Background: an optimization exercise with open tools, aiming at small area and a short achievable clock period. Do not read the settings as production practice.
Only simulation tests tie the RTL to the original design; equivalence was not proved.

==> delta <==
// fir3_top
module fir3_top #(
  parameter int W  = 32,
  parameter int XW = 16
) (
  input  logic          CLK,
  input  logic          rst,
  input  logic [XW-1:0] h0,
  input  logic [XW-1:0] h1,
  input  logic [XW-1:0] h2,
  input  logic [XW-1:0] x,
  output logic [W-1:0]  y
);
Settings: LEC_CHECK=0, ABC_AREA=1, CAP_MARGIN=20, CORE_MARGIN=2, CORE_UTILIZATION=35, PLACE_DENSITY=0.5, SLEW_MARGIN=20; clock period 10.0 ns.
standard.sh (not shown) runs the stock make flow with config.mk's settings and CLKGATE_MAP_FILE= SYNTH_SCRIPT=/design/flow/synth_recipe.tcl, a recipe that flattens the netlist after the stock synthesis.
==> flow/flow/run.sh <==
#!/bin/bash
set -euo pipefail
here=$(pwd)
F=$here/flow
sed "s#^hierarchy -check -top \$::env(DESIGN_NAME)\$#&\ntechmap -map $F/leafmap.v#" \
  "$FLOW_HOME/scripts/synth.tcl" > "$here/synth_leaf.tcl"
grep -q "^techmap -map $F/leafmap.v" "$here/synth_leaf.tcl"
sed "s#source \$::env(SCRIPTS_DIR)/synth.tcl#source $here/synth_leaf.tcl#" \
  "$here/synth_recipe.tcl" > "$here/synth_own.tcl"
grep -q "source $here/synth_leaf.tcl" "$here/synth_own.tcl"
bash standard.sh \
  SYNTH_SCRIPT="$here/synth_own.tcl" \
  DONT_BUFFER_PORTS=1 \
  PRE_GLOBAL_PLACE_TCL="$F/ports.tcl" \
  finish > "$here/standard_finish.log" 2>&1
Other scripts of this flow, unchanged in this note and not shown: flow/flow/leafmap.v, flow/flow/ports.tcl
==> juniper: changes against delta <==
Settings changed: CELL_PAD_IN_SITES_DETAIL_PLACEMENT set to 1, CELL_PAD_IN_SITES_GLOBAL_PLACEMENT set to 1.
==> comparison table <==
Data buffer area share: juniper 3.00%; delta 3.00%
DRC marker count from the first detailed-route iteration: juniper 4476; delta 5657
Wire length on met2: juniper 35600 microns; delta 32300 microns
Setup Skew: juniper 0.0141 ns; delta 0.0268 ns
Routed length on met3: juniper 11400 microns; delta 11400 microns
Hpwl dp: juniper 64800 microns; delta 60000 microns
Final cycle utilization of the critical path: juniper 77.7%; delta 74.1%
Share of the core filled with cells in the final layout: juniper 38.6%; delta 38.6%
Minimum setup slack among reg-to-reg paths: juniper 3.30 ns; delta 3.60 ns
Status: juniper complete, no violations; delta complete, no violations
Placer Congestion: juniper 0.918; delta 0.957
FF-to-FF path depth: juniper 18; delta 17
Register fraction of the total cell area: juniper 11.1%; delta 11.1%
Achievable clock frequency: juniper 129 MHz; delta 135 MHz
Min Hold Slack: juniper 0.412 ns; delta 0.410 ns
Final worst slack: juniper 2.23 ns; delta 2.59 ns
Total routed wirelength: juniper 82800 microns; delta 76900 microns

* * *

==> job 9892 <==
Another version of the RTL of fir3_top (not shown whole).
clock: 10.0 ns
lec_check: 0
abc_area: 1
cap_margin: 20
core_margin: 2
core_utilization: 40
slew_margin: 20
run.sh (not shown) runs the stock make flow with config.mk's settings and CLKGATE_MAP_FILE= SYNTH_SCRIPT=/design/flow/synth_recipe.tcl, a recipe that flattens the netlist after the stock synthesis.
Stock flow here: none of the scripts above is used.
==> job 2131: changes against job 9892 <==
--- a/flow/config.mk
+++ b/flow/config.mk
@@ -11,2 +11,3 @@
 export CORE_UTILIZATION = 40
+export SETUP_SLACK_MARGIN = 1.5
 export SLEW_MARGIN = 20
==> job 7080: changes against job 9892 <==
--- a/flow/config.mk
+++ b/flow/config.mk
@@ -11,2 +11,3 @@
 export CORE_UTILIZATION = 40
+export SETUP_SLACK_MARGIN = 3
 export SLEW_MARGIN = 20
==> results.txt <==
Non-clock buffer count: job 7080 > job 2131 > job 9892. In clock-buffer cell count, job 9892 and job 7080 do not differ. In die area, job 7080 and job 9892 do not differ. Cell area: job 7080 > job 2131 > job 9892. Between job 9892 and job 2131, the lower maximum frequency is in job 9892 (gap about 6%, measured against job 2131). Critical path depth: job 7080 < job 9892 < job 2131. The lowest via count belongs to job 9892, the highest to job 7080.

re-timing with driven ports:
In the flow no input, the clock included, has a driving cell. The finished layouts below were timed again as built, in two steps.
Step 1 sets driving cells, clkbuf_16 on the clock port and buf_2 on the other inputs (assumed; they add their load-dependent delay and slew).
Step 2 times the ports against the registers' clock, not the clock port: input delays grow and output delays shrink by t, the midpoint of the rising clock arrivals with the driver on.
Three values: ideal, step 1, step 2; two values: the first two.
| run | shift t [ns] | slack for setup (ns) | latest minus earliest clock arrival (ns) | slew at the worst register clock pin (ns) | cell pins on the clock port's net |
|---|---|---|---|---|---|
| delta | 0.459 | 2.591 / 2.611 / 2.152 | 0.026 / 0.027 | 0.09 / 0.09 | 1 |
| juniper | 0.462 | 2.232 / 2.262 / 1.800 | 0.016 / 0.015 | 0.08 / 0.08 | 1 |
| job 9892 | 0.452 | 1.172 / 1.198 / 0.746 | 0.026 / 0.026 | 0.09 / 0.09 | 1 |
| job 2131 | 0.453 | 1.675 / 1.692 / 1.239 | 0.026 / 0.026 | 0.09 / 0.09 | 1 |
| job 7080 | 0.456 | 2.410 / 2.417 / 1.961 | 0.013 / 0.012 | 0.08 / 0.08 | 1 |
After both steps setup and hold are still met in every run listed. For job 7080, which loses most, drivers alone change the setup slack by +0.007 ns; drivers and shift together by -0.449 ns.
